From an optimization exercise on the open Yosys and OpenROAD flow, aimed at small area and a short achievable clock period; shortcuts taken in it are not production practice. In this exercise RTL edits were held to simulation tests only and were not proved equivalent to the original. Power is estimated from default activity; no workload was simulated.

## approx_err_monitor
module approx_err_monitor #(
  parameter int W     = approx_mon_pkg::W,
  parameter int CNT_W = approx_mon_pkg::CNT_W,
  parameter int ACC_W = approx_mon_pkg::ACC_W
) (
  input  logic                 clk,
  input  logic                 rst,
  input  logic                 in_valid,
  output logic                 in_ready,
  input  logic [W-1:0]         a,
  input  logic [W-1:0]         b,
  input  logic [2*W-1:0]       prod,
  input  logic                 start,
  input  logic [CNT_W-1:0]     win_len,
  output logic                 busy,
  output logic                 done,
  output logic [CNT_W-1:0]     smp_cnt,
  output logic [CNT_W-1:0]     err_cnt,
  output logic [ACC_W-1:0]     sum_ed,
  output logic [ACC_W-1:0]     sum_bias,
  output logic [2*W-1:0]       max_ed,
  output logic [W-1:0]         max_a,
  output logic [W-1:0]         max_b
);
  logic                run, dr1, dr2;
  logic [CNT_W-1:0]    rem;           
  logic [CNT_W-1:0]    rem_n;
  logic                accept, last, clr, clr_all, len_nz;
  logic                res_valid;
  logic [W-1:0]        res_a, res_b;
  logic [2*W:0]        res_diff;
  logic                sgn, ne, gt;
  logic [2*W-1:0]      mag1;          
  logic [ACC_W-1:0]    sum_ed_n, sum_bias_n;
  logic [CNT_W-1:0]    smp_n, err_n;
  logic [2*W-1:0]      max_n;
  approx_err_calc #(.W(W)) u_calc (
    .clk       (clk),
    .rst       (rst),
    .smp_valid (accept),
    .a         (a),
    .b         (b),
    .prod      (prod),
    .res_valid (res_valid),
    .res_a     (res_a),
    .res_b     (res_b),
    .diff      (res_diff)
  );
  assign in_ready = run;
  assign busy     = run | dr1 | dr2;
  ...
export LEC_CHECK = 0
export CAP_MARGIN = 20
export CORE_MARGIN = 2
export CORE_UTILIZATION = 50
export SETUP_SLACK_MARGIN = 3.5
export SLEW_MARGIN = 20
export SYNTH_HIERARCHICAL = 1
create_clock -name core_clock -period 7.2 [get_ports {clk}]
run.sh (not shown) runs the stock make flow with config.mk's settings and CLKGATE_MAP_FILE= SYNTH_SCRIPT=/design/flow/synth_recipe.tcl, a recipe that flattens the netlist after the stock synthesis.
The starting point completed without violations.
Next try:
Settings changed: CORE_UTILIZATION 50 to 60, SETUP_SLACK_MARGIN 3.5 to 3.0, SYNTH_HIERARCHICAL 1 to not set.
Hold slack barely changes.
Design area drops by a little under a tenth.
Die area drops by about a fifth.
Total power drops by about a fifth.
Worst setup slack degrades by 0.42 ns.
Clock-buffer cell count drops by 2.
Synthesized area drops by a few percent.

========
== run A ==
approx_err_monitor, a different RTL version from the one above (not shown whole).
Size in the first run: roughly 3900 cells after synthesis, about 460 flip-flops, about 360 I/O pins, ~29000 sq um of cells after synthesis.
Design approx_err_monitor, start of the top module:
module approx_err_monitor #(
  parameter int W     = approx_mon_pkg::W,
  parameter int CNT_W = approx_mon_pkg::CNT_W,
  parameter int ACC_W = approx_mon_pkg::ACC_W
) (
  input  logic                 clk,
  input  logic                 rst,
  input  logic                 in_valid,
  output logic                 in_ready,
  input  logic [W-1:0]         a,
  input  logic [W-1:0]         b,
  input  logic [2*W-1:0]       prod,
  input  logic                 start,
  input  logic [CNT_W-1:0]     win_len,
  output logic                 busy,
  output logic                 done,
  output logic [CNT_W-1:0]     smp_cnt,
  output logic [CNT_W-1:0]     err_cnt,
  output logic [ACC_W-1:0]     sum_ed,
  output logic [ACC_W-1:0]     sum_bias,
  output logic [2*W-1:0]       max_ed,
  output logic [W-1:0]         max_a,
  output logic [W-1:0]         max_b
);
  logic                run, dr1, dr2;
  logic [CNT_W-1:0]    rem;           
  logic [CNT_W-1:0]    rem_n;
  logic                accept, last, clr, clr_all, len_nz;
  logic                res_valid;
  logic [W-1:0]        res_a, res_b;
  logic [2*W:0]        res_diff;
  logic                sgn, ne, gt;
  logic [2*W-1:0]      mag1;          
  logic [ACC_W-1:0]    sum_ed_n, sum_bias_n;
  logic [CNT_W-1:0]    smp_n, err_n;
  logic [2*W-1:0]      max_n;
  approx_err_calc #(.W(W)) u_calc (
    .clk       (clk),
    .rst       (rst),
    .smp_valid (accept),
    .a         (a),
    .b         (b),
    .prod      (prod),
    .res_valid (res_valid),
    .res_a     (res_a),
    .res_b     (res_b),
    .diff      (res_diff)
  );
  assign in_ready = run;
  assign busy     = run | dr1 | dr2;
  assign accept   = in_valid & run;
  assign last     = rem[0] & ~(|rem[CNT_W-1:1]);
  assign clr      = start & ~done & ~busy;
  assign clr_all  = rst | clr;
  ...
clock: 7.2 ns
lec_check: 0
cap_margin: 20
core_margin: 2
core_utilization: 50
setup_slack_margin: 3.65
slew_margin: 20
synth_hierarchical: 1
standard.sh (not shown) runs the stock make flow with config.mk's settings and CLKGATE_MAP_FILE= SYNTH_SCRIPT=/design/flow/synth_recipe.tcl, a recipe that flattens the netlist after the stock synthesis.
==> flow/flow/run.sh <==
#!/bin/bash
# Layout flow: the standard ORFS flow (standard.sh) with two changes:
#  - synthesis extracts no full/half-adder cells (ABC maps all arithmetic and sees whole
#    paths), and ABC maps each module with its own script: approx_err_cpa and approx_err_s1
#    with ORFS's delay-driven area script (map -B 0.9), approx_err_monitor with a single &nf
#    pass, the rest with ORFS's default speed script. Everything else is ORFS's synth.tcl run
#    through synth_recipe.tcl, so the registers are the standard synthesis's;
#  - the port buffers use the smallest buffer cell (sky130_fd_sc_hd__buf_1).
set -euo pipefail
here=$(pwd)
python3 - "$FLOW_HOME/scripts/synth.tcl" "$here/synth_mix.tcl" <<'PY'
import sys
s = open(sys.argv[1]).read()
MAP = "+strash;dch;map,-B,0.9;topo;stime,-c;buffer,-c;upsize,-c;dnsize,-c"
NF = "+&get,-n;&st;&dch;&nf;&put;buffer,-c;upsize,-c;dnsize,-c"
def a(x):
    return '[lreplace $abc_args 1 1 "' + x + '"]'
old = '  log_cmd abc {*}$abc_args\n'
assert s.count(old) == 1
new = (f'  log_cmd abc {{*}}{a(MAP)} approx_err_cpa\n'
       f'  log_cmd abc {{*}}{a(NF)} approx_err_monitor\n'
       f'  log_cmd abc {{*}}{a(MAP)} approx_err_s1\n'
       '  log_cmd abc {*}$abc_args * approx_err_cpa %d approx_err_monitor %d approx_err_s1 %d\n')
s = s.replace(old, new)
old = 'extract_fa {*}[dont_use_extract_fa_args]\n'
assert s.count(old) == 1
s = s.replace(old, 'extract_fa {*}[dont_use_extract_fa_args] approx_err_none\n')
open(sys.argv[2], 'w').write(s)
PY
grep -q 'source $::env(SCRIPTS_DIR)/synth.tcl' synth_recipe.tcl
sed "s#source \$::env(SCRIPTS_DIR)/synth.tcl#source $here/synth_mix.tcl#" synth_recipe.tcl > "$here/synth_recipe_mix.tcl"
bash standard.sh SYNTH_SCRIPT="$here/synth_recipe_mix.tcl" \
  BUFFER_PORTS_ARGS="-buffer_cell sky130_fd_sc_hd__buf_1" finish > flow_standard.log 2>&1
In summary, run A completed successfully, with a layout that passed the timing, design-rule and antenna checks.
Changes in run B relative to run A:
# run A
export LEC_CHECK = 0
export CAP_MARGIN = 20
export CORE_MARGIN = 2
export CORE_UTILIZATION = 50
export SETUP_SLACK_MARGIN = 3.65
export SLEW_MARGIN = 20
export SYNTH_HIERARCHICAL = 1
create_clock -name core_clock -period 7.2 [get_ports {clk}]
# run B
export LEC_CHECK = 0
export CAP_MARGIN = 20
export CORE_MARGIN = 2
export CORE_UTILIZATION = 50
export SETUP_SLACK_MARGIN = 3.5
export SLEW_MARGIN = 20
export SYNTH_HIERARCHICAL = 1
create_clock -name core_clock -period 7.2 [get_ports {clk}]
==> comparison <==
- Re number of antenna violations at the first check in global routing: no difference whatsoever between run B and run A.
- Slew at the pin closest to its max-slew limit was higher in the run labelled run B.
- Worst hold slack essentially unchanged between run A and run B.
- Compared run B vs run A, and clock share of power is up in run B.
- Of run B and run A, it is run B that has the lower wire length reported by the detailed router.
- Relative to run A, length of routed met2 wiring decreased by 1400 um in run B.
- Relative to run A, the peak clock frequency supported by timing of run B is lower by about 1.3%.
- Diff run A -> run B | area added between synthesis and finish | decrease of 3.1 points
What run C does differently from run B at the input level:
# run B
export LEC_CHECK = 0
export CAP_MARGIN = 20
export CORE_MARGIN = 2
export CORE_UTILIZATION = 50
export SETUP_SLACK_MARGIN = 3.5
export SLEW_MARGIN = 20
export SYNTH_HIERARCHICAL = 1
create_clock -name core_clock -period 7.2 [get_ports {clk}]
# run C
export LEC_CHECK = 0
export CAP_MARGIN = 20
export CORE_MARGIN = 2
export CORE_UTILIZATION = 45
export SETUP_SLACK_MARGIN = 3.5
export SLEW_MARGIN = 20
export SYNTH_HIERARCHICAL = 1
create_clock -name core_clock -period 7.2 [get_ports {clk}]
- Number of nets in the finished design: run C vs run B — no meaningful difference
- Routed metal-1 wire length (higher): run B
- Placement-stage cell area on run C is up relative to run B.
- Run C: aggregate global-route resource usage lower than run B
Here is what was changed in the inputs of run D compared with run C.
# run C
export LEC_CHECK = 0
export CAP_MARGIN = 20
export CORE_MARGIN = 2
export CORE_UTILIZATION = 45
export SETUP_SLACK_MARGIN = 3.5
export SLEW_MARGIN = 20
export SYNTH_HIERARCHICAL = 1
create_clock -name core_clock -period 7.2 [get_ports {clk}]
# run D
export LEC_CHECK = 0
export CAP_MARGIN = 20
export CORE_MARGIN = 2
export CORE_UTILIZATION = 50
export CTS_BUF_LIST = sky130_fd_sc_hd__clkbuf_4
export SETUP_SLACK_MARGIN = 3.5
export SLEW_MARGIN = 20
export SYNTH_HIERARCHICAL = 1
create_clock -name core_clock -period 7.2 [get_ports {clk}]
## What came out
- Relative to run C, final-layout clock buffer total has gone up in run D.
- Clock latency at the later pin of the worst-skew pair ended up 0.32 ns higher on run D than on run C.
- Between run D and run C, the smallest hold slack is lower for run C.
- Note that the die area recorded for run D amounts to 0.901 times the value seen in run C.
Modified inputs, run E compared to run D
# run D
export LEC_CHECK = 0
export CAP_MARGIN = 20
export CORE_MARGIN = 2
export CORE_UTILIZATION = 50
export CTS_BUF_LIST = sky130_fd_sc_hd__clkbuf_4
export SETUP_SLACK_MARGIN = 3.5
export SLEW_MARGIN = 20
export SYNTH_HIERARCHICAL = 1
create_clock -name core_clock -period 7.2 [get_ports {clk}]
# run E
export LEC_CHECK = 0
export CAP_MARGIN = 20
export CORE_MARGIN = 2
export CORE_UTILIZATION = 50
export GPL_TIMING_DRIVEN = 0
export SETUP_SLACK_MARGIN = 3.5
export SLEW_MARGIN = 20
export SYNTH_HIERARCHICAL = 1
create_clock -name core_clock -period 7.2 [get_ports {clk}]
Results
Run E finished end to end and its layout was clean on timing, DRC and antenna. From run D to run E the numbers moved as follows: fraction of final layout cells with drive strength greater than 1 now sits higher; area overhead of the layout relative to synthesis now sits higher; via count of the first global-routing pass now sits higher; final cycle utilization of the critical path now sits higher; data required time of the worst path now sits lower. Taking run D as the reference, in run E final wirelength picked up an extra 12%; post-layout worst setup margin lost 0.15 ns; utilization picked up an extra 5.3 points; routed length on met2 picked up an extra 16%.

========
build 40:
Another version of the RTL of approx_err_monitor (not shown whole).
Size: ~4600 cells after synthesis, ~460 flip-flops.
export LEC_CHECK = 0
export CAP_MARGIN = 20
export CORE_MARGIN = 2
export CORE_UTILIZATION = 50
export SETUP_SLACK_MARGIN = 4.0
export SLEW_MARGIN = 20
export SYNTH_HIERARCHICAL = 1
create_clock -name core_clock -period 7.2 [get_ports {clk}]
==> flow/flow/run.sh <==
#!/bin/bash
# Layout flow: the standard ORFS flow (standard.sh) with two changes:
#  - synthesis: full/half-adder cells are extracted only in module approx_err_tree (the
#    multiplier's carry-save tree), and ABC maps modules approx_err_s1, approx_err_cpa and
#    approx_err_monitor with ORFS's delay-driven "area" script (abc_area.script, map -B 0.9),
#    the others with the default script. Everything else is ORFS's synth.tcl run through
#    synth_recipe.tcl, so the registers are the standard synthesis's;
#  - the port buffers use the smallest buffer cell (sky130_fd_sc_hd__buf_1).
set -euo pipefail
here=$(pwd)
python3 - "$FLOW_HOME/scripts/synth.tcl" "$here/synth_mix.tcl" <<'PY'
import sys
s = open(sys.argv[1]).read()
old = '  log_cmd abc {*}$abc_args\n'
assert s.count(old) == 1
new = ('  set abc_args_area [lreplace $abc_args 1 1 $::env(SCRIPTS_DIR)/abc_area.script]\n'
       '  log_cmd abc {*}$abc_args_area approx_err_cpa approx_err_monitor approx_err_s1\n'
       '  log_cmd abc {*}$abc_args * approx_err_cpa %d approx_err_monitor %d approx_err_s1 %d\n')
s = s.replace(old, new)
old = 'extract_fa {*}[dont_use_extract_fa_args]\n'
assert s.count(old) == 1
s = s.replace(old, 'extract_fa {*}[dont_use_extract_fa_args] approx_err_tree\n')
open(sys.argv[2], 'w').write(s)
PY
grep -q 'source $::env(SCRIPTS_DIR)/synth.tcl' synth_recipe.tcl
sed "s#source \$::env(SCRIPTS_DIR)/synth.tcl#source $here/synth_mix.tcl#" synth_recipe.tcl > "$here/synth_recipe_mix.tcl"
bash standard.sh SYNTH_SCRIPT="$here/synth_recipe_mix.tcl" \
  BUFFER_PORTS_ARGS="-buffer_cell sky130_fd_sc_hd__buf_1" finish > flow_standard.log 2>&1
Setup changes, build 40 to build 85
# build 40
export LEC_CHECK = 0
export CAP_MARGIN = 20
export CORE_MARGIN = 2
export CORE_UTILIZATION = 50
export SETUP_SLACK_MARGIN = 4.0
export SLEW_MARGIN = 20
export SYNTH_HIERARCHICAL = 1
create_clock -name core_clock -period 7.2 [get_ports {clk}]
# build 85
export LEC_CHECK = 0
export CAP_MARGIN = 20
export CORE_MARGIN = 2
export CORE_UTILIZATION = 65
export SETUP_SLACK_MARGIN = 4.0
export SLEW_MARGIN = 20
export SYNTH_HIERARCHICAL = 1
create_clock -name core_clock -period 7.2 [get_ports {clk}]
[summary]
Build 40 → build 85: pre-CTS worst setup slack dropped 190 ps; maximum vdd drop shows a reduction of 24%; actual slew at the worst max-slew pin grew by 350 ps. Build 85 leaves less setup margin than build 40. Total power across build 40 and build 85: no real change. Any difference in clock network contribution to total cell area between build 85 and build 40 is small enough to ignore.
What build 71 does differently from build 85 at the input level:
# build 85
export LEC_CHECK = 0
export CAP_MARGIN = 20
export CORE_MARGIN = 2
export CORE_UTILIZATION = 65
export SETUP_SLACK_MARGIN = 4.0
export SLEW_MARGIN = 20
export SYNTH_HIERARCHICAL = 1
create_clock -name core_clock -period 7.2 [get_ports {clk}]
# build 71
export LEC_CHECK = 0
export CAP_MARGIN = 20
export CORE_MARGIN = 2
export CORE_UTILIZATION = 50
export PLACE_DENSITY = 0.7
export SETUP_SLACK_MARGIN = 3.5
export SLEW_MARGIN = 20
export SYNTH_HIERARCHICAL = 1
create_clock -name core_clock -period 7.2 [get_ports {clk}]
==> results.txt <==
Build 71: no failed stages, no open violations at the end
Between build 71 and build 85, it is build 71 whose worst-margin pin slew is lower, by 110 ps.
Summary of build 71 over build 85: total number of vias fell by 3614; post-cts gate resize count fell by 222; unique cell type count in the Yosys netlist stayed essentially flat; post-layout instance count excluding filler cells rose by about 0.4%; number of buffers created by CTS rose by 4.
[compare] base=build 85 new=build 71: total power saw a decrease; detailed-placement wirelength estimate now sits higher.
What build 19 does differently from build 71 at the input level:
# build 71
export LEC_CHECK = 0
export CAP_MARGIN = 20
export CORE_MARGIN = 2
export CORE_UTILIZATION = 50
export PLACE_DENSITY = 0.7
export SETUP_SLACK_MARGIN = 3.5
export SLEW_MARGIN = 20
export SYNTH_HIERARCHICAL = 1
create_clock -name core_clock -period 7.2 [get_ports {clk}]
# build 19
export LEC_CHECK = 0
export CAP_MARGIN = 20
export CORE_MARGIN = 2
export CORE_UTILIZATION = 50
export SETUP_SLACK_MARGIN = 3.0
export SLEW_MARGIN = 20
export SYNTH_HIERARCHICAL = 1
create_clock -name core_clock -period 7.2 [get_ports {clk}]
--- outcome ---
- Total core area: build 71 vs build 19 — no meaningful difference
- Comparing build 71 against build 19, there is no change at all in share of synthesized area occupied by flip-flops and latches.
- Delta (build 19 minus build 71): number of nets in the layout lower; total power of the final layout about even; clock-buffer cell count moved down.
- Against build 71, build 19 reports a actual slew at the worst max-slew pin that is lower.
- Compared with build 71, placement density in the core of build 19 is lower.
- Number of vias in the routed layout sits lower in build 19 than in build 71.
- Diff build 71 -> build 19 | sequential cell area in the final layout | down slightly

## separate check: timing with driven ports
No port has a modelled driver above. Below, the same layouts with a new extraction and two added sets of constraints. Step 1: set_driving_cell puts a clkbuf_16 on clk and a buf_2 on each other input, an assumption about the parent block. Step 2 times the ports against the registers' clock, not the clock port: input delays grow and output delays shrink by t, the midpoint of the rising clock arrivals with the driver on. Slacks: no drivers / after step 1 / after step 2; pairs: no drivers / after step 1.
run	t (ns)	setup slack, ns	clock arrival spread, ns	slew at the worst register clock pin (ns)	worst slew at a driven data input, ns
the first run of note 1	0.661	2.726 / 2.726 / 2.726	0.023 / 0.023	0.06 / 0.06	0.06
the second run of note 1	0.647	2.306 / 2.306 / 2.306	0.031 / 0.031	0.07 / 0.07	0.05
run A	0.653	3.690 / 3.690 / 3.320	0.039 / 0.039	0.06 / 0.06	0.06
run B	0.656	3.642 / 3.642 / 3.331	0.036 / 0.036	0.06 / 0.06	0.06
run C	0.647	3.556 / 3.556 / 3.435	0.026 / 0.026	0.06 / 0.06	0.07
run D	0.944	3.645 / 3.645 / 3.317	0.067 / 0.066	0.07 / 0.07	0.06
run E	0.665	3.497 / 3.497 / 3.120	0.023 / 0.023	0.06 / 0.06	0.06
build 40	0.671	3.715 / 3.715 / 3.360	0.044 / 0.043	0.08 / 0.08	0.08
build 85	0.681	3.174 / 3.174 / 3.174	0.034 / 0.034	0.07 / 0.07	0.11
build 71	0.660	3.632 / 3.632 / 3.191	0.047 / 0.048	0.06 / 0.06	0.07
build 19	0.655	3.275 / 3.275 / 2.744	0.025 / 0.025	0.07 / 0.07	0.09
After both steps every run listed still meets setup and hold. For build 19, which loses most, drivers alone change the setup slack by 0.000 ns; drivers and shift together by -0.531 ns.
